Context: an optimization exercise on an open-source flow, tuned for small area. The choices shown serve that exercise and are no tape-out recipe. Function was checked by simulation only, so behaviour that the tests miss may differ from the original. Power figures rest on the tool's default switching activity, not on a simulated workload.

## flow/run.sh

```bash
#!/bin/bash
# synth_recipe.tcl (not shown) runs the flow's synth.tcl, then flattens the netlist and writes it again
# the make line also repeats each setting of config.mk as NAME=value (left out here)
make -C /OpenROAD-flow-scripts/flow DESIGN_CONFIG=/design/flow/config.mk WORK_HOME=/design/flow/orfs CLKGATE_MAP_FILE= SYNTH_SCRIPT=/design/flow/synth_recipe.tcl finish
```

## flow/config.mk

```make
export PLATFORM = sky130hd
export DESIGN_NAME = eth_pkt_buffer
export DESIGN_NICKNAME = eth_pkt_buffer
export VERILOG_FILES = /design/flow/design.v
export SDC_FILE = /design/flow/constraint.sdc
export NUM_CORES = 4
export LEC_CHECK = 0
export CAP_MARGIN = 20
export CORE_MARGIN = 2
export CORE_UTILIZATION = 40
export CTS_BUF_LIST = sky130_fd_sc_hd__clkbuf_8
export CTS_CLUSTER_DIAMETER = 60
export CTS_CLUSTER_SIZE = 15
export SLEW_MARGIN = 20
```

## flow/constraint.sdc

```tcl
create_clock -name core_clock -period 8.0 [get_ports {clk}]
set_input_delay 1.6000 -clock core_clock [delete_from_list [all_inputs] [get_ports {clk}]]
set_output_delay 1.6000 -clock core_clock [all_outputs]
set_load 0.01 [all_outputs]
```

## flow/design.v

```verilog
module eth_pkt_buffer #(
    parameter int unsigned DEPTH      = 64,
    parameter logic [31:0] PORTA_ADDR = 32'h0000_ABCD,
    parameter logic [31:0] PORTB_ADDR = 32'h0000_BEEF
) (
    input  logic        clk,
    input  logic        reset,
    input  logic        inWrEn,
    input  logic [33:0] inData,
    output logic        outValid,
    input  logic        outReady,
    output logic [33:0] outData,
    output logic        outPort,
    output logic [15:0] dropCount,
    output logic [15:0] pktCount
);
    localparam int unsigned AW = $clog2(DEPTH);
    localparam int unsigned PW = AW + 1;
    localparam int unsigned WW = 33;
    function automatic integer port_bit(input integer unused);
        integer b;
        begin
            port_bit = 0;
            for (b = 31; b >= 0; b = b - 1)
                if (PORTA_ADDR[b] != PORTB_ADDR[b]) port_bit = b;
        end
    endfunction
    localparam int unsigned PB = port_bit(0);
    typedef enum logic [1:0] {
        W_IDLE = 2'd0,
        W_PKT  = 2'd1,
        W_DROP = 2'd2
    } wstate_e;
    logic [WW-1:0] mem [DEPTH];
    wstate_e       state_q, state_d;
    logic [PW-1:0] wr_ptr_q, wr_ptr_d;
    logic [PW-1:0] commit_ptr_q, commit_ptr_d;
    logic [PW-1:0] rd_ptr_q;
    logic          out_valid_q;
    logic [31:0]   out_pay_q;
    logic          out_eop_q, out_sop_q;
    logic          out_port_q;
    logic          mem_we_c;
    logic [AW-1:0] mem_waddr_c;
    logic [WW-1:0] mem_wdata_c;
    logic [1:0]    drop_inc_c;
    logic          pkt_inc_c;
    logic          in_sop_c, in_eop_c, addr_hit_c;
    logic          full_sop_c, full_pkt_c, rd_load_c;
    assign in_eop_c    = inData[33];
    assign in_sop_c    = inData[32];
    assign addr_hit_c  = (inData[31:0] == PORTA_ADDR) || (inData[31:0] == PORTB_ADDR);
    assign full_sop_c  = (commit_ptr_q[AW-1:0] == rd_ptr_q[AW-1:0]) && (commit_ptr_q[AW] != rd_ptr_q[AW]);
    assign full_pkt_c  = (wr_ptr_q[AW-1:0] == rd_ptr_q[AW-1:0]) && (wr_ptr_q[AW] != rd_ptr_q[AW]);
    assign rd_load_c   = (rd_ptr_q != commit_ptr_q) && (!out_valid_q || outReady);
    assign mem_wdata_c = {inData[33], inData[31:0]};
    always_comb begin
        state_d      = state_q;
        wr_ptr_d     = wr_ptr_q;
        commit_ptr_d = commit_ptr_q;
        mem_we_c     = 1'b0;
        mem_waddr_c  = wr_ptr_q[AW-1:0];
        drop_inc_c   = 2'd0;
        pkt_inc_c    = 1'b0;
        if (inWrEn) begin
            if (in_sop_c) begin
                if (state_q == W_PKT) begin
                    wr_ptr_d   = commit_ptr_q;
                    drop_inc_c = 2'd1;
                end
                if (!addr_hit_c || full_sop_c) begin
                    drop_inc_c = drop_inc_c + 2'd1;
                    wr_ptr_d   = commit_ptr_q;
                    state_d    = in_eop_c ? W_IDLE : W_DROP;
                end else begin
                    mem_we_c    = 1'b1;
                    mem_waddr_c = commit_ptr_q[AW-1:0];
                    wr_ptr_d    = commit_ptr_q + PW'(1);
                    if (in_eop_c) begin
                        commit_ptr_d = commit_ptr_q + PW'(1);
                        pkt_inc_c    = 1'b1;
                        state_d      = W_IDLE;
                    end else begin
                        state_d = W_PKT;
                    end
                end
            end else begin
                case (state_q)
                    W_PKT: begin
                        if (full_pkt_c) begin
                            wr_ptr_d   = commit_ptr_q;
                            drop_inc_c = 2'd1;
                            state_d    = in_eop_c ? W_IDLE : W_DROP;
                        end else begin
                            mem_we_c = 1'b1;
                            wr_ptr_d = wr_ptr_q + PW'(1);
                            if (in_eop_c) begin
                                commit_ptr_d = wr_ptr_q + PW'(1);
                                pkt_inc_c    = 1'b1;
                                state_d      = W_IDLE;
                            end
                        end
                    end
                    W_DROP: begin
                        if (in_eop_c) state_d = W_IDLE;
                    end
                    default: ;
                endcase
            end
        end
    end
    always_ff @(posedge clk or posedge reset) begin
        if (reset) begin
            state_q      <= W_IDLE;
            wr_ptr_q     <= '0;
            commit_ptr_q <= '0;
        end else begin
            state_q      <= state_d;
            wr_ptr_q     <= wr_ptr_d;
            commit_ptr_q <= commit_ptr_d;
        end
    end
    always_ff @(posedge clk) begin
        if (mem_we_c) mem[mem_waddr_c] <= mem_wdata_c;
    end
    logic [DEPTH-1:0] rd_sel_c;
    logic [WW-1:0]    rd_word_c;
    always_comb begin
        rd_word_c = '0;
        for (int i = 0; i < DEPTH; i++) begin
            rd_sel_c[i] = (rd_ptr_q[AW-1:0] == AW'(i));
            rd_word_c   = rd_word_c | ({WW{rd_sel_c[i]}} & mem[i]);
        end
    end
    always_ff @(posedge clk or posedge reset) begin
        if (reset) begin
            rd_ptr_q    <= '0;
            out_valid_q <= 1'b0;
            out_eop_q   <= 1'b1;
        end else if (rd_load_c) begin
            rd_ptr_q    <= rd_ptr_q + PW'(1);
            out_valid_q <= 1'b1;
            out_eop_q   <= rd_word_c[32];
        end else if (outReady) begin
            out_valid_q <= 1'b0;
        end
    end
    always_ff @(posedge clk) begin
        if (rd_load_c) begin
            out_pay_q  <= rd_word_c[31:0];
            out_sop_q  <= out_eop_q;
            out_port_q <= out_eop_q ? (rd_word_c[PB] == PORTB_ADDR[PB]) : out_port_q;
        end
    end
    assign outValid = out_valid_q;
    assign outData  = {out_eop_q, out_sop_q, out_pay_q};
    assign outPort  = out_port_q;
    logic [15:0] drop_cnt_q;
    logic [15:0] pkt_cnt_q;
    logic [16:0] drop_sum_c;
    assign drop_sum_c = {1'b0, drop_cnt_q} + 17'(drop_inc_c);
    always_ff @(posedge clk or posedge reset) begin
        if (reset) begin
            drop_cnt_q <= '0;
            pkt_cnt_q  <= '0;
        end else begin
            drop_cnt_q <= drop_sum_c[16] ? 16'hFFFF : drop_sum_c[15:0];
            pkt_cnt_q  <= pkt_cnt_q + 16'(pkt_inc_c);
        end
    end
    assign dropCount = drop_cnt_q;
    assign pktCount  = pkt_cnt_q;
endmodule
```

==> results.yml, run 1 <==
outcome:
  status: "complete, no violations"
sta:
  slew_headroom_pct: 16.3
  setup_tns_after_final_layout_ns: 0
  final-hold-violation-count: 0
  timing.clock.skew_ns: 0.0795
  fin_worst_hold_slack_ns: 0.483
  grt_setup_unrepaired: "false"
  min_period_ns: 5.83
  setup_viol: 0
  worst_slew_pin_slew_ns: 1.25
  count_of_final_max_slew_check_failures: 0
  fin_crit_share_pct: 72.9
  finalWorstSetupSlack_ns: 2.17
  maxClockFrequency_mhz: 171
logic_synthesis:
  dominantRegCellSynth: "edfxtp_1"
  main_combinational_cell_family_by_area_after_synthesis: "compound AO/OA/AOI/OAI gates"
  yosys.cell_types.count: 78
  yosys.area_share.simple_pct: 6.13
  adder_and_majority_gate_portion_of_the_synthesized_area_pct: 0.194
  synth_compound_gate_area_share_pct: 10.2
  mappedNetlistNets: 4696
  synth.ff_latch_count: 2203
  ys_async_sr_fraction_pct: 2.59
  seq_area_frac_synth_pct: 81.1
  synth.area.mux_share_pct: 0.519
  syn_area_mm2: 0.0812
  postSynthAreaPerCell_um2: 17.5
  xor_and_xnor_area_share_after_synthesis_pct: 0.550
  synthesis.instances: 4646
  yosysWarnings: 1
  synth_edf_count: 2146
worst_setup_path:
  cp-end-kind: "flip-flop"
  class_of_the_most_critical_setup_path: "in2reg"
  critical_path_arrival_ns: 6.47
  worstPathBufferInverterCount: 3
  timing.critical_path.slowest_cell_delay_ns: 0.85
  cp-start-kind: "input pin"
  crit_path_cell_trace: "buf_2, or4_1, or4_4, nor3_4, nor3b_4, buf_4, mux2i_2, nor3_2, buf_4"
  rrSetupSlack_ns: 3.13
  r2r.worst_path.cells: 17
  critical-path-top-cell-by-count: "buf_4"
  worstPathRequired_ns: 8.64
  rr_startpoint: "rd_ptr_q[2]"
  cpLargestDelayFamily: "simple AND/OR/NAND/NOR gates"
  cp_slowest_cell: "buf_4"
  peak_fanout_along_the_critical_path: 26
  rr_endpoint: "drop_cnt_q[1]"
cts:
  clk_latency_ns: 1.06
  htree_levels: 4
  cts_setup_buffers: 0
  cts_inserted_buffers: 177
  post_cts_clock_slew_at_the_launch_and_capture_registers_of_the_worst_setup_and_hold_paths_ns: 0.10
  post_cts_hold_buffer_count: 0
  clockRootBuffer: "clkbuf_8"
  ctsResizeCount: 0
  tritoncts_clock_tree: "done"
  clock_sinks: 2203
  ctsLongestPathBuffers: 3
min_path:
  min_delay_worst_endpoint: "pkt_cnt_q[15]"
  hold_crit_depth: 1
  holdCritStartpoint: "pkt_cnt_q[15]"
  min_path_type: "reg2reg"
placed_design:
  dp_worst_setup_slack_ns: 1.14
  detailed_place_hpwl_um: 192000
  io_buffers: 105
  globalplace.congestion: 0.942
finish:
  drive_above_1_share_pct: 13.6
  most-common-layout-cells: "2146 x edfxtp_1, 991 x a22oi_1, 360 x nand2_1"
  num-nets-final: 4982
  layout.filler_cells: 17400
  syn_to_final_growth_pct: 11.2
  most_common_library_cell_in_the_layout_ignoring_fill_and_taps: "edfxtp_1"
global_route:
  grt_ovf: 0
  antenna_found_initial: 23
  gr-usage-all-layers_pct: 32.5
  wire_length_of_the_first_global_routing_pass_um: 448000
  grt_pass1_vias: 49300
  pin_count_of_the_biggest_net_entering_global_routing: 71
floorplanning:
  coreArea_mm2: 0.202
  die_area_mm2: 0.207
  std_cell_rows: 165
  die_w_um: 454
  design.portCount: 106
  fp.dieH_um: 454
  effective_utilization_at_floorplan_pct: 40.2
drt:
  ant_nets: 0
  final_wirelength_um: 341000
  wl_per_cell_um: 44.4
  drcViolationCount: 0
  drt_first_pass_iters: 8
  post_drt_via_cell_ratio: 6.90
  route.vias.total: 52900
  detail_route.iter0.violations: 11600
power:
  worst_ir_drop_vdd_uv: 186
  static_power_due_to_leakage_nw: 28.8
  power.density_mw_per_mm2: 265
job:
  max_cap_violations: 0
registers in the layout, indices dropped and copies added (netlist names):
signal	flops
out_port_q	1
wr_ptr_q	7
pkt_cnt_q	16
state_q	2
mem	2112
out_pay_q	32
out_valid_q	1
rd_ptr_q	7
commit_ptr_q	7
out_eop_q	1
drop_cnt_q	16
out_sop_q	1
metal layers:
metal | GRT usage [%] | up-vias | wire length [µm]
li1 | - | 19500 | -
met1 | 42.4 | 26900 | 117000
met2 | 47.3 | 5373 | 146000
met3 | 10.6 | 1122 | 53700
met4 | 19.8 | 24 | 24700
met5 | 0.233 | - | 242
final cells by class:
| class | count | area (µm²) | share of cell area, % |
|---|---|---|---|
| antenna | 13 | 32.5 | 0.0360 |
| clock buffer | 177 | 2440 | 2.70 |
| clock inverter | 55 | 574 | 0.636 |
| inverter | 15 | 56.3 | 0.0624 |
| multi-input combinational | 2174 | 15100 | 16.7 |
| sequential | 2203 | 65900 | 73.0 |
| tap | 2672 | 3340 | 3.70 |
| timing repair buffer | 361 | 2850 | 3.15 |
worst register-to-register path: stages, from the launching register on:
cell and delay, ns:
dfrtp_1 0.93, xnor2_1 0.18, nand2_1 0.12, nor3_1 0.05, buf_4 0.19, or4_1 0.58, ha_1 0.32, nand2_1 0.04
a21boi_0 0.20, ha_1 0.21, inv_1 0.06, fa_1 0.43, and3b_1 0.29, and4_1 0.28, nand4_1 0.17, nor2_1 0.21
nand3_1 0.38, nand2_1 0.20
power breakdown:
part / leakage (nW) / internal (mW) / switching [mW]
Combinational: 7.26 / 1.20 / 3.43
Sequential: 20.0 / 13.0 / 0.243
Clock: 1.55 / 2.22 / 3.85
kinds of logic (layout without fill, tap and decap cells):
| logic type | count (synthesis) | after routing |
|---|---|---|
| flops | 2203 | 2203 |
| compound gates | 1103 | 1103 |
| simple gates | 971 | 971 |
| buf+inv | 269 | 608 |
| xor+xnor | 51 | 51 |
| mux | 37 | 37 |
| fa+ha+maj | 12 | 12 |
| other cells | 0 | 13 |
metrics by stage:
stage	area, µm²	power (mW)	util (%)	std cells
after floorplan	81200	15.3	-	4646
after global placement	87200	17.9	43.2	7422
after detailed placement	87200	17.9	43.2	7425
after CTS	90200	23.7	44.7	7657
after global routing	90200	24.3	44.7	7659
final	90300	23.9	44.7	7670
synth_stat cells, types with 29 or more instances:
master | instances | area (µm²)
dfrtp_1 | 56 | 1400
nand2_1 | 360 | 1350
nand3_1 | 57 | 285
xnor2_1 | 29 | 254
edfxtp_1 | 2146 | 64400
nor2_1 | 93 | 349
a22oi_1 | 991 | 7440
nor4_1 | 64 | 400
clkbuf_1 | 230 | 863
nand4_1 | 126 | 788
nor3_1 | 109 | 546
and3_1 | 42 | 263
worst max path at each step:
stage	startpoint	endpoint	slack, ns	cells past startpoint
floorplan	inData[17]	mem[45][0]	1.55	7
global placement	inData[27]	drop_cnt_q[6]	1.07	16
detailed placement	inData[27]	drop_cnt_q[1]	1.14	16
CTS	inData[27]	drop_cnt_q[1]	2.24	16
global route	inData[27]	drop_cnt_q[6]	1.94	16
finish	inData[27]	mem[13][12]	2.17	9
==> inputs of run 2 (changes only) <==
--- a/flow/design.v
+++ b/flow/design.v
@@ -128,6 +128,6 @@
     always_comb begin
-        rd_word_c = '0;
+        rd_word_c = '1;
         for (int i = 0; i < DEPTH; i++) begin
-            rd_sel_c[i] = (rd_ptr_q[AW-1:0] == AW'(i));
-            rd_word_c   = rd_word_c | ({WW{rd_sel_c[i]}} & mem[i]);
+            rd_sel_c[i] = (rd_ptr_q[AW-1:0] != AW'(i));
+            rd_word_c   = rd_word_c & ({WW{rd_sel_c[i]}} | mem[i]);
         end
==> run 2 against run 1 <==
Count of clock-buffer cells in the layout grew 1; register-to-register slack worse by 0.33 ns; critical path depth increased by 10; clock power about the same; design area decreased by 0.28%; synthesized area shrank 1.1%; maximum frequency shrank 5.3%; utilization increased by 0.38 points; sequential share of layout area increased by 0.21 points; largest cell class unchanged.
==> results.yml, run 2 <==
drt:
  route.vias.total: 55100
  detail_route.iter0.violations: 12800
  top_layer: "met5"
  final_wirelength_um: 354000
  route.layer.met1.wl_um: 118000
  ant_nets: 0
  met3_wirelength_um: 57700
  post_drt_via_cell_ratio: 7.12
  wl_per_cell_um: 45.7
  drcViolationCount: 0
  drt_first_pass_iters: 7
  met2_length_um: 148000
min_path:
  min_path_type: "reg2reg"
  holdCritStartpoint: "pkt_cnt_q[4]"
  min_delay_worst_endpoint: "pkt_cnt_q[4]"
  hold_crit_depth: 1
sta:
  worst_slew_pin_slew_ns: 1.35
  count_of_final_max_slew_check_failures: 0
  slew_headroom_pct: 9.21
  setup_viol: 0
  maxClockFrequency_mhz: 162
  final-hold-violation-count: 0
  grt_setup_unrepaired: "false"
  setup_tns_after_final_layout_ns: 0
  finalWorstSetupSlack_ns: 1.84
  min_period_ns: 6.16
  fin_crit_share_pct: 77.0
  timing.clock.skew_ns: 0.0977
placed_design:
  post-place-cells: 7505
  io_buffers: 105
  dp_worst_setup_slack_ns: 1.23
  detailed_place_hpwl_um: 201000
  globalplace.congestion: 0.964
floorplanning:
  design.portCount: 106
  std_cell_rows: 164
  die_area_mm2: 0.204
  fp.dieH_um: 452
  effective_utilization_at_floorplan_pct: 40.2
  die_w_um: 452
  coreArea_mm2: 0.200
finish:
  largest_reg_flops: 2112
  most-common-layout-cells: "2146 x edfxtp_1, 990 x o22ai_1, 330 x nor2_1"
  largest_registers: "mem: 2112 flops, out_pay_q: 32 flops"
  syn_to_final_growth_pct: 12.1
  num-nets-final: 5077
  top_register: "mem"
  multiInputGateArea_mm2: 0.0145
  ff_latch_area_mm2: 0.0659
  final_cell_count_no_fill: 7747
  layout.filler_cells: 17100
  most_common_library_cell_in_the_layout_ignoring_fill_and_taps: "edfxtp_1"
  drive_above_1_share_pct: 13.4
logic_synthesis:
  mappedNetlistNets: 4819
  seq_area_frac_synth_pct: 82.0
  yosys.cell_types.count: 72
  synth.ff_latch_count: 2203
  synth.most_common_cell: "edfxtp_1"
  ys_async_sr_fraction_pct: 2.59
  yosysWarnings: 1
  synthesis.instances: 4769
  syn_area_mm2: 0.0803
  synth.area.top_cells: "edfxtp_1 80%, o22ai_1 7.7%, dfrtp_1 1.7%"
  postSynthAreaPerCell_um2: 16.8
  synth_cell_count_leaders: "2146 x edfxtp_1, 990 x o22ai_1, 331 x nor2_1, 257 x nand3_1, 181 x clkbuf_1"
  synth_top_area_cell: "edfxtp_1"
  dominantRegCellSynth: "edfxtp_1"
  post-synth-top-area-fraction_pct: 80.2
  synth_edf_count: 2146
global_route:
  pin_count_of_the_biggest_net_entering_global_routing: 70
  wire_length_of_the_first_global_routing_pass_um: 462000
  grt_ovf: 0
  gr-usage-all-layers_pct: 33.9
  antenna_found_initial: 21
  grt_pass1_vias: 50400
cts:
  ctsLongestPathBuffers: 3
  tritoncts_clock_tree: "done"
  post_cts_clock_slew_at_the_launch_and_capture_registers_of_the_worst_setup_and_hold_paths_ns: 0.08
  cts_setup_buffers: 0
  post_cts_hold_buffer_count: 0
  cts_inserted_buffers: 176
  ctsResizeCount: 0
  clock_sinks: 2203
  htree_levels: 4
  clockRootBuffer: "clkbuf_8"
  clk_latency_ns: 1.06
worst_setup_path:
  r2r.worst_path.cells: 10
  cp_slowest_cell: "mux2i_1"
  worstPathBufferInverterCount: 4
  peak_fanout_along_the_critical_path: 65
  critical_path_arrival_ns: 7.07
  critical-path-top-cell-by-count: "ha_1"
  cp-end-kind: "flip-flop"
  rr_endpoint: "out_pay_q[5]"
  cpLargestDelayFamily: "simple AND/OR/NAND/NOR gates"
  cp-start-kind: "input pin"
  rrSetupSlack_ns: 2.80
  worstPathRequired_ns: 8.91
  timing.critical_path.slowest_cell_delay_ns: 0.81
  rr_startpoint: "rd_ptr_q[0]"
  class_of_the_most_critical_setup_path: "in2reg"
  crit_path_cell_trace: "buf_2, buf_4, nand4b_1, mux2i_1, o2111a_2, inv_2, ha_1, nand2_1, o21ai_0, and2_1, ha_1, inv_1, fa_1, and3b_1, and4_1, nand4_1, nor2_1, nand3_1, nand2b_1"
power:
  sequentialPowerShare_pct: 54.7
  share_clk_of_total_power_pct: 25.4
  static_power_due_to_leakage_nw: 27.3
  power.switching_mw: 7.63
  combinational_power_share_pct: 19.9
  netSwitchingFraction_pct: 31.9
  internal_power_mw: 16.3
  power.density_mw_per_mm2: 266
  worst_ir_drop_vdd_uv: 251
job:
  max_cap_violations: 0
outcome:
  status: "complete, no violations"
==> run 2: cell types whose count changed after synthesis, sizes merged, moves of 15 or more <==
| cell | previous run | this run |
|---|---|---|
| a21oi | 20 | 72 |
| a22oi | 991 | 1 |
| and3 | 42 | 16 |
| buf | 23 | 98 |
| clkbuf | 231 | 181 |
| mux2i | 26 | 11 |
| nand2 | 360 | 83 |
| nand3 | 57 | 260 |
| nand4 | 126 | 70 |
| nor2 | 93 | 334 |
| nor3 | 138 | 34 |
| nor4 | 64 | 127 |
| o22ai | 1 | 990 |
| or3 | 1 | 37 |
==> run 2: per-layer routing <==
layer  track usage (%)  vias to the layer above
met2              48.5                     5941
met5             0.140                        -
met4              22.4                       14
li1                  -                    20000
met3              11.6                     1356
met1              43.7                    27800
==> run 2: worst max path at each step <==
| stage | startpoint | slack (ns) | to | cells past startpoint |
|---|---|---|---|---|
| detailed placement | inData[15] | 1.23 | drop_cnt_q[0] | 18 |
| global route | inData[1] | 1.70 | drop_cnt_q[0] | 19 |
| floorplan | inData[17] | 2.70 | mem[31][0] | 7 |
| finish | inData[1] | 1.84 | drop_cnt_q[0] | 19 |
| global placement | inData[15] | 1.07 | drop_cnt_q[0] | 18 |
| CTS | inData[15] | 2.29 | drop_cnt_q[0] | 18 |
==> run 2: area by class of cell <==
| type | count | area share [%] |
|---|---|---|
| repair buffers | 359 | 3.62 |
| inverters | 16 | 0.0667 |
| diodes | 15 | 0.0417 |
| well taps | 2656 | 3.69 |
| multi-input cells | 2271 | 16.1 |
| clock inverters | 49 | 0.574 |
| flip-flops and latches | 2203 | 73.2 |
| clock buffers | 178 | 2.72 |
==> run 2: worst reg2reg max path, delay by kind of cell (launching register included) <==
kind / cells / cell delay (ns)
AND/OR/NAND/NOR: 5 / 2.53
AO/OA/AOI/OAI: 1 / 0.24
adder cells (fa/ha/maj): 1 / 0.56
flip-flops: 1 / 0.51
buffers and inverters: 3 / 1.00
==> run 2: metrics by stage <==
step / cell area (µm²) / utilization [%] / total power, mW / hold slack, ns
6_report: 90000 / 45.1 / 23.9 / 0.498
5_1_grt: 90000 / 45.1 / 24.2 / 0.515
4_1_cts: 90000 / 45.1 / 23.6 / 0.502
3_5_place_dp: 87000 / 43.6 / 17.9 / 0.484
3_3_place_gp: 87000 / 43.6 / 17.9 / 0.461
2_1_floorplan: 80300 / - / 15.1 / 0.458
==> run 2: cell families (layout without fill, tap and decap cells) <==
kind of cell	after synthesis	in the layout	share of synthesized area [%]
adders and majority gates	12	12	0.196
buffers and inverters	295	602	1.51
muxes	16	16	0.207
DFF	2203	2203	82.0
and+or+nand+nor	1033	1033	6.44
xor gates and xnor gates	52	52	0.567
AOI/OAI and AO/OA	1158	1158	9.07
other	0	15	0
==> run 2: power groups by stage <==
| stage | logic, mW | clock network (mW) | registers (mW) |
|---|---|---|---|
| floorplan | 1.76 | 0 | 13.3 |
| global placement | 4.50 | 0 | 13.4 |
| detailed placement | 4.51 | 0 | 13.4 |
| CTS | 4.52 | 6.03 | 13.1 |
| global route | 4.68 | 6.39 | 13.1 |
| finish | 4.76 | 6.09 | 13.1 |
==> inputs of run 3 (changes only) <==
--- a/flow/design.v
+++ b/flow/design.v
@@ -125,10 +125,15 @@
     end
-    logic [DEPTH-1:0] rd_sel_c;
-    logic [WW-1:0]    rd_word_c;
-    always_comb begin
-        rd_word_c = '1;
-        for (int i = 0; i < DEPTH; i++) begin
-            rd_sel_c[i] = (rd_ptr_q[AW-1:0] != AW'(i));
-            rd_word_c   = rd_word_c & ({WW{rd_sel_c[i]}} | mem[i]);
-        end
+    logic [DEPTH-1:0]   rd_ns_c;
+    logic [WW-1:0]      rd_word_c;
+    logic [DEPTH/2-1:0] rd_pair_c [WW];
+    eth_pkt_buffer_dec #(.AW(AW)) u_rd_dec (.a(rd_ptr_q[AW-1:0]), .ns(rd_ns_c));
+    for (genvar b = 0; b < WW; b++) begin : g_rd_bit
+        for (genvar k = 0; k < DEPTH/2; k++) begin : g_pair
+            eth_pkt_buffer_oai22 u_oai (
+                .a1(rd_ns_c[2*k]),   .a2(mem[2*k][b]),
+                .b1(rd_ns_c[2*k+1]), .b2(mem[2*k+1][b]),
+                .y(rd_pair_c[b][k])
+            );
+        end
+        eth_pkt_buffer_nor #(.N(DEPTH/2)) u_nor (.x(rd_pair_c[b]), .y(rd_word_c[b]));
     end
@@ -173 +178,28 @@
 endmodule
+module eth_pkt_buffer_dec #(
+    parameter int unsigned AW = 6
+) (
+    input  logic [AW-1:0]      a,
+    output logic [(1<<AW)-1:0] ns
+);
+    always_comb begin
+        for (int i = 0; i < (1 << AW); i++) ns[i] = (a != AW'(i));
+    end
+endmodule
+module eth_pkt_buffer_oai22 (
+    input  logic a1,
+    input  logic a2,
+    input  logic b1,
+    input  logic b2,
+    output logic y
+);
+    assign y = ~((a1 | a2) & (b1 | b2));
+endmodule
+module eth_pkt_buffer_nor #(
+    parameter int unsigned N = 32
+) (
+    input  logic [N-1:0] x,
+    output logic         y
+);
+    assign y = ~|x;
+endmodule
--- a/flow/config.mk
+++ b/flow/config.mk
@@ -13,2 +13,4 @@
 export CTS_CLUSTER_SIZE = 15
+export PLACE_DENSITY = 0.7
 export SLEW_MARGIN = 20
+export SYNTH_HIERARCHICAL = 1
==> run 3 against run 2 <==
Synthesized area decreased by 2.2%; critical endpoint is now drop_cnt_q[6]; global-route usage decreased by 12 points; largest power group unchanged; power decreased by 3.0%; critical path type unchanged; utilization decreased by 0.26 points; clock skew decreased by 0.018 ns; routed wire length decreased by 35%; largest cell class unchanged; worst hold slack got worse by 0.0071 ns; combinational power decreased by 7.8%; die area decreased by 2.2%; design area decreased by 2.9%.
==> results.yml, run 3 <==
outcome:
  status: "complete, no violations"
finish:
  most-common-layout-cells: "2146 x edfxtp_1, 1057 x o22ai_1, 211 x buf_4"
  layout.filler_cells: 16500
  final_cell_count_no_fill: 7294
  num-nets-final: 4652
  syn_to_final_growth_pct: 11.3
  top_register: "mem"
  drive_above_1_share_pct: 13.9
  largest_reg_flops: 2112
  most_common_library_cell_in_the_layout_ignoring_fill_and_taps: "edfxtp_1"
  largest_registers: "mem: 2112 flops, out_pay_q: 32 flops"
sta:
  maxClockFrequency_mhz: 168
  setup_tns_after_final_layout_ns: 0
  grt_setup_unrepaired: "false"
  worst_slew_pin_slew_ns: 1.25
  setup_viol: 0
  fin_crit_share_pct: 74.4
  timing.clock.skew_ns: 0.0802
  slew_headroom_pct: 16.1
  fin_worst_hold_slack_ns: 0.491
  count_of_final_max_slew_check_failures: 0
  min_period_ns: 5.95
  final-hold-violation-count: 0
cts:
  ctsLongestPathBuffers: 3
  clk_latency_ns: 0.97
  tritoncts_clock_tree: "done"
  clock_sinks: 2203
  post_cts_clock_slew_at_the_launch_and_capture_registers_of_the_worst_setup_and_hold_paths_ns: 0.10
  clockRootBuffer: "clkbuf_8"
  cts_inserted_buffers: 168
  cts_setup_buffers: 0
  post_cts_hold_buffer_count: 0
  htree_levels: 4
  ctsResizeCount: 0
logic_synthesis:
  synth_cell_count_leaders: "2146 x edfxtp_1, 1057 x o22ai_1, 239 x nor4_1, 113 x nand2_1, 78 x nand4_1"
  seq_area_frac_synth_pct: 83.8
  mappedNetlistNets: 4210
  synth.ff_latch_count: 2203
  synth.area.top_cells: "edfxtp_1 82%, o22ai_1 8.4%, nor4_1 1.9%"
  ys_async_sr_fraction_pct: 2.59
  synth_top_area_cell: "edfxtp_1"
  yosysWarnings: 9
  synth.most_common_cell: "edfxtp_1"
  synthesis.instances: 4163
  post-synth-top-area-fraction_pct: 82.0
  synth_edf_count: 2146
  postSynthAreaPerCell_um2: 18.9
  dominantRegCellSynth: "edfxtp_1"
  yosys.cell_types.count: 76
  syn_area_mm2: 0.0786
drt:
  ant_nets: 0
  final_wirelength_um: 229000
  post_drt_via_cell_ratio: 6.22
  drcViolationCount: 0
  drt_first_pass_iters: 6
  detail_route.iter0.violations: 8356
  route.vias.total: 45400
  wl_per_cell_um: 31.4
power:
  worst_ir_drop_vdd_uv: 157
  combinational_power_share_pct: 18.9
  sequentialPowerShare_pct: 57.3
  static_power_due_to_leakage_nw: 26.3
  power.density_mw_per_mm2: 266
  share_clk_of_total_power_pct: 23.8
  power.switching_mw: 7.03
  fin_total_pwr_mw: 23.2
  netSwitchingFraction_pct: 30.3
  internal_power_mw: 16.2
global_route:
  global_route.usage.met1_pct: 31.4
  grt_pass1_vias: 42100
  gr-usage-met3_pct: 5.97
  antenna_found_initial: 17
  grt_most_used_layer: "met2"
  grt_use_met2_pct: 33.2
  wire_length_of_the_first_global_routing_pass_um: 317000
  gr-usage-all-layers_pct: 22.4
  grt_ovf: 0
  pin_count_of_the_biggest_net_entering_global_routing: 65
min_path:
  min_path_type: "reg2reg"
floorplanning:
  die_w_um: 447
  die_area_mm2: 0.200
  effective_utilization_at_floorplan_pct: 40.3
  std_cell_rows: 162
  coreArea_mm2: 0.195
  design.portCount: 106
  fp.dieH_um: 447
worst_setup_path:
  class_of_the_most_critical_setup_path: "in2reg"
  peak_fanout_along_the_critical_path: 13
  cp-end-kind: "flip-flop"
  worstPathRequired_ns: 8.88
  cp-start-kind: "input pin"
  critical_path_arrival_ns: 6.83
job:
  max_cap_violations: 0
placed_design:
  post-place-cells: 7059
  detailed_place_hpwl_um: 139000
  globalplace.congestion: 0.944
  io_buffers: 105
run 3: per-stage QoR:
step	setup slack [ns]	utilization [%]	area, µm²
floorplan	1.96	-	78600
global placement	-0.186	43.4	84600
detailed placement	1.02	43.4	84600
CTS	2.01	44.8	87300
global route	1.47	44.8	87400
finish	2.05	44.8	87400
run 3: cell type report:
| type | instances | area (µm²) | area share [%] |
|---|---|---|---|
| Sequential cell | 2203 | 65900 | 75.4 |
| Multi-Input combinational cell | 1904 | 13000 | 14.9 |
| Tap cell | 2624 | 3280 | 3.76 |
| Timing Repair Buffer | 316 | 2470 | 2.83 |
| Clock buffer | 170 | 2340 | 2.68 |
| Clock inverter | 53 | 347 | 0.397 |
| Inverter | 12 | 45.0 | 0.0515 |
| Antenna cell | 12 | 30.0 | 0.0344 |
run 3: cells by family after synthesis:
group                    synth area share, %
buffers and inverters                  0.436
XOR/XNOR                               0.569
AO/OA/AOI/OAI                           9.03
adder cells (fa/ha/maj)                0.153
flip-flops                              83.8
AND/OR/NAND/NOR                         5.53
multiplexers                           0.438
run 3: layer usage:
metal / routed length (µm) / vias up
li1: - / 18700
met1: 85500 / 23100
met2: 102000 / 3112
met3: 31300 / 404
met4: 10400 / 10
met5: 67 / -
run 3: power by group through the flow:
| stage | Clock, mW | Combinational, mW | Sequential [mW] |
|---|---|---|---|
| final | 5.52 | 4.39 | 13.3 |
| after global routing | 5.94 | 4.43 | 13.3 |
| after CTS | 5.55 | 4.24 | 13.3 |
| after detailed placement | 0 | 4.23 | 13.6 |
| after global placement | 0 | 4.17 | 13.6 |
| after floorplan | 0 | 1.72 | 13.5 |
run 3: worst max-delay path: stages:
cell and delay (ns):
buf_2 0.11, nor4_1 0.52, and3_1 0.68, nand3_4 0.20, nor2_1 0.13, buf_4 0.16, inv_1 0.05, ha_1 0.26
nand2_1 0.05, a21boi_0 0.67, buf_4 0.22, ha_1 0.16, inv_1 0.06, fa_1 0.44, nor3b_1 0.44, nand4_1 0.23
nor2_1 0.23, nand3_1 0.39, o21ai_0 0.21
run 3: modules after synthesis, one instance, submodules excluded, a selection:
| module | cells | flip-flops and latches | copies in the design |
|---|---|---|---|
| eth_pkt_buffer_oai22 | 1 | 0 | 1056 |
| eth_pkt_buffer | 2649 | 2203 | 1 |
run 3: path summary, 6_finish.rpt:
| check | start | end | slack [ns] | depth (start not counted) |
|---|---|---|---|---|
| min in group asynchronous | reset | drop_cnt_q[14] | 1.20 | 3 |
| max in group asynchronous | reset | rd_ptr_q[0] | 6.17 | 3 |
| worst max-delay path | inData[22] | drop_cnt_q[6] | 2.05 | 19 |
| worst max register to register | rd_ptr_q[3] | drop_cnt_q[6] | 2.43 | 18 |
| worst min register to register | pkt_cnt_q[10] | pkt_cnt_q[10] | 0.49 | 1 |
| worst min-delay path | pkt_cnt_q[10] | pkt_cnt_q[10] | 0.49 | 1 |
==> inputs of run 4 (changes only) <==
==> flow/flow/run.sh (new file) <==
#!/bin/bash
# Layout flow: the standard ORFS flow (standard.sh), with two changes:
#  - port buffers use the smallest buffer (every port still gets its own buffer);
#  - clock tree synthesis inserts no dummy loads, with clkbuf_8 sink clusters of up to 15 sinks.
# The full output of the run goes to flow_standard.log; ORFS keeps each step's log under orfs/logs.
set -euo pipefail
export BUFFER_PORTS_ARGS="-buffer_cell sky130_fd_sc_hd__buf_1"
export CTS_ARGS="-sink_clustering_enable -repair_clock_nets -dont_use_dummy_load -buf_list sky130_fd_sc_hd__clkbuf_8 -sink_clustering_size 15 -sink_clustering_max_diameter 60"
bash standard.sh > flow_standard.log 2>&1
==> flow/standard.sh (new file) <==
#!/bin/bash
# synth_recipe.tcl (not shown) runs the flow's synth.tcl, then flattens the netlist and writes it again
# the make line also repeats each setting of config.mk as NAME=value (left out here)
make -C /OpenROAD-flow-scripts/flow DESIGN_CONFIG=/design/flow/config.mk WORK_HOME=/design/flow/orfs CLKGATE_MAP_FILE= SYNTH_SCRIPT=/design/flow/synth_recipe.tcl "${@:-finish}"
removed: flow/run.sh
==> run 4 against run 3 <==
Still clean on timing, DRC and antenna; setup slack improved by 0.23 ns; final cell count decreased by 0.60%; die area unchanged; first-iteration DRC count decreased by 7.9%; power decreased by 2.0%; non-clock buffer count increased by 15; worst hold slack got worse by 0.0012 ns; synthesized cell count unchanged; critical path type unchanged.
==> results.yml, run 4 <==
drt:
  drcViolationCount: 0
  wl_per_cell_um: 30.8
  route.vias.total: 45000
  final_wirelength_um: 223000
  detail_route.iter0.violations: 7693
  drt_first_pass_iters: 6
  ant_nets: 0
  post_drt_via_cell_ratio: 6.20
finish:
  final_cell_area_mm2: 0.0867
  drive_above_1_share_pct: 13.8
  syn_to_final_growth_pct: 10.4
  final_standard_cell_utilization_of_the_core_pct: 44.5
  largest_reg_flops: 2112
  largest_registers: "mem: 2112 flops, out_pay_q: 32 flops"
  final_cell_count_no_fill: 7250
  most-common-layout-cells: "2146 x edfxtp_1, 1057 x o22ai_1, 225 x buf_4"
  most_common_library_cell_in_the_layout_ignoring_fill_and_taps: "edfxtp_1"
  num-nets-final: 4666
  top_register: "mem"
cts:
  cts_setup_buffers: 0
  tritoncts_clock_tree: "done"
  clk_latency_ns: 0.98
  post_cts_hold_buffer_count: 0
  cts_inserted_buffers: 167
  post_cts_clock_slew_at_the_launch_and_capture_registers_of_the_worst_setup_and_hold_paths_ns: 0.09
  clock_sinks: 2203
  htree_levels: 4
  ctsLongestPathBuffers: 3
  clockRootBuffer: "clkbuf_8"
  ctsResizeCount: 0
worst_setup_path:
  rr_endpoint: "drop_cnt_q[0]"
  r2r.worst_path.cells: 17
  cp-start-kind: "input pin"
  rr_startpoint: "rd_ptr_q[5]"
  cp_slowest_cell: "or4b_4"
  worstPathRequired_ns: 8.82
  peak_fanout_along_the_critical_path: 41
  crit_path_cell_trace: "clkbuf_2, buf_4, or4b_4, mux2i_4, nand3_4, nor2_1, inv_1, ha_1, nand2_1, a21boi_0, buf_4, ha_1, inv_1, fa_1, nor3b_1, nand4_1, nor2_1, nand3_1, nand2b_1"
  rrSetupSlack_ns: 2.86
  cp-end-kind: "flip-flop"
  critical_path_arrival_ns: 6.55
  class_of_the_most_critical_setup_path: "in2reg"
  timing.critical_path.slowest_cell_delay_ns: 0.54
power:
  power.density_mw_per_mm2: 262
  fin_total_pwr_mw: 22.7
  static_power_due_to_leakage_nw: 25.9
  worst_ir_drop_vdd_uv: 157
placed_design:
  post-place-cells: 7073
  globalplace.congestion: 0.915
  io_buffers: 105
  detailed_place_hpwl_um: 135000
  dp_worst_setup_slack_ns: 1.36
  postPlaceCellArea_mm2: 0.0843
logic_synthesis:
  synthesis.instances: 4163
  yosys.cell_types.count: 76
  syn_area_mm2: 0.0786
  main_combinational_cell_family_by_area_after_synthesis: "compound AO/OA/AOI/OAI gates"
  post-synth-top-area-fraction_pct: 82.0
  seq_area_frac_synth_pct: 83.8
  synth.area.top_cells: "edfxtp_1 82%, o22ai_1 8.4%, nor4_1 1.9%"
  mappedNetlistNets: 4210
  postSynthAreaPerCell_um2: 18.9
  dominantRegCellSynth: "edfxtp_1"
  synth.ff_latch_count: 2203
  synth_edf_count: 2146
  ys_async_sr_fraction_pct: 2.59
  xor_and_xnor_area_share_after_synthesis_pct: 0.569
  synth_cell_count_leaders: "2146 x edfxtp_1, 1057 x o22ai_1, 239 x nor4_1, 113 x nand2_1, 78 x nand4_1"
  synth.most_common_cell: "edfxtp_1"
  synth_compound_gate_area_share_pct: 9.03
  yosys.area_share.simple_pct: 5.53
  synth_top_area_cell: "edfxtp_1"
  synth.area.mux_share_pct: 0.438
  adder_and_majority_gate_portion_of_the_synthesized_area_pct: 0.153
  yosysWarnings: 9
sta:
  slew_headroom_pct: 14.4
  final-hold-violation-count: 0
  setup_viol: 0
  maxClockFrequency_mhz: 175
  fin_crit_share_pct: 71.6
  timing.clock.skew_ns: 0.0961
  fin_worst_hold_slack_ns: 0.490
  finalWorstSetupSlack_ns: 2.28
  count_of_final_max_slew_check_failures: 0
  setup_tns_after_final_layout_ns: 0
  grt_setup_unrepaired: "false"
  min_period_ns: 5.72
  worst_slew_pin_slew_ns: 1.27
min_path:
  min_path_type: "reg2reg"
  holdCritStartpoint: "pkt_cnt_q[15]"
  hold_crit_depth: 1
  min_delay_worst_endpoint: "pkt_cnt_q[15]"
job:
  max_cap_violations: 0
global_route:
  wire_length_of_the_first_global_routing_pass_um: 312000
  grt_pass1_vias: 42000
  gr-usage-all-layers_pct: 21.9
  pin_count_of_the_biggest_net_entering_global_routing: 65
  grt_ovf: 0
  antenna_found_initial: 13
floorplanning:
  die_area_mm2: 0.200
  std_cell_rows: 162
  design.portCount: 106
  effective_utilization_at_floorplan_pct: 40.3
  coreArea_mm2: 0.195
  die_w_um: 447
  fp.dieH_um: 447
outcome:
  status: "complete, no violations"
-- run 4: changes by cell type in the layout (fill, tap and decap cells not counted), moves of 8 or more --
cell / previous run / this run
buf_4: 211 / 225
inv_1: 42 / 11
buf_2: 33 / 1
clkbuf_2: 0 / 32
clkdlybuf4s50_1: 72 / 0
buf_1: 0 / 72
inv_6: 8 / 0
-- run 4: cell type report --
class	instances	area (µm²)
Inverter	12	45.0
Tap cell	2624	3280
Timing Repair Buffer	331	2150
Multi-Input combinational cell	1904	13000
Fill cell	16600	108000
Antenna cell	9	22.5
Clock buffer	167	2300
Sequential cell	2203	65900
-- run 4: worst max-delay path by stage --
stage                     from             to  slack, ns  depth (start not counted)
floorplan            inData[1]     mem[41][0]       1.96                          7
global placement    inData[27]  drop_cnt_q[6]       1.31                         19
detailed placement  inData[27]  drop_cnt_q[6]       1.36                         19
CTS                 inData[27]  drop_cnt_q[0]       2.29                         19
global route        inData[27]  drop_cnt_q[1]       1.81                         19
finish               inData[8]  drop_cnt_q[0]       2.28                         19
-- run 4: cells by family (layout without fill, tap and decap cells) --
logic type / count (synthesis) / after routing
flip-flops: 2203 / 2203
other: 0 / 9
AO/OA/AOI/OAI: 1114 / 1114
XOR/XNOR: 51 / 51
buffers and inverters: 56 / 510
adder cells (fa/ha/maj): 9 / 9
AND/OR/NAND/NOR: 702 / 702
multiplexers: 28 / 28
-- run 4: where the power goes --
| part | switching [mW] | leakage (nW) | internal [mW] |
|---|---|---|---|
| logic | 3.17 | 4.67 | 1.09 |
| clock network | 3.31 | 1.20 | 1.87 |
| registers | 0.296 | 20.0 | 13.0 |
-- run 4: layer usage --
layer	track usage [%]	up-vias	part of all wire, %	wire [µm]
met2	32.2	2907	44	99000
met4	9.41	12	4.6	10200
met5	0	-	0.028	62
met1	31.4	23000	38	85900
li1	-	18700	-	-
met3	4.92	327	13	28200
-- run 4: per-module statistics from Yosys (local to each module, per instance), excerpt --
module                cell area (µm²)  flip-flops and latches
eth_pkt_buffer_oai22             6.26                       0
eth_pkt_buffer                  69000                    2203
-- run 4: worst max-delay path, delay by kind of cell --
family / cells / cell delay [ns]
mux: 1 / 0.29
buf+inv: 5 / 0.84
simple gates: 9 / 2.67
fa+ha+maj: 3 / 0.90
compound gates: 1 / 0.21

## port drivers added, routing unchanged
Ports are ideal in the flow. The routed layouts listed here were re-timed in OpenROAD. Step 1 sets driving cells, clkbuf_16 on the clock port and buf_2 on the other inputs (assumed; they add their load-dependent delay and slew). Step 2 moves the port delays by t, midway between the first and last clock arrival at a register: inputs arrive t later, outputs are due t later. That takes back most of the time a late clock gives input paths. Slacks: ideal / step 1 / step 2; pairs: ideal / step 1.
run | shift t [ns] | slack for setup (ns) | worst register clock-pin slew, ns
run 1 | 1.097 | 2.167 / 2.213 / 1.117 | 0.11 / 0.11
run 2 | 1.101 | 1.840 / 1.905 / 0.805 | 0.11 / 0.11
run 3 | 1.008 | 2.047 / 2.101 / 1.092 | 0.11 / 0.11
run 4 | 0.999 | 2.276 / 2.210 / 1.211 | 0.10 / 0.10
After both steps every run listed still meets setup and hold. For run 4, which loses most, drivers alone change the setup slack by -0.066 ns; drivers and shift together by -1.065 ns.
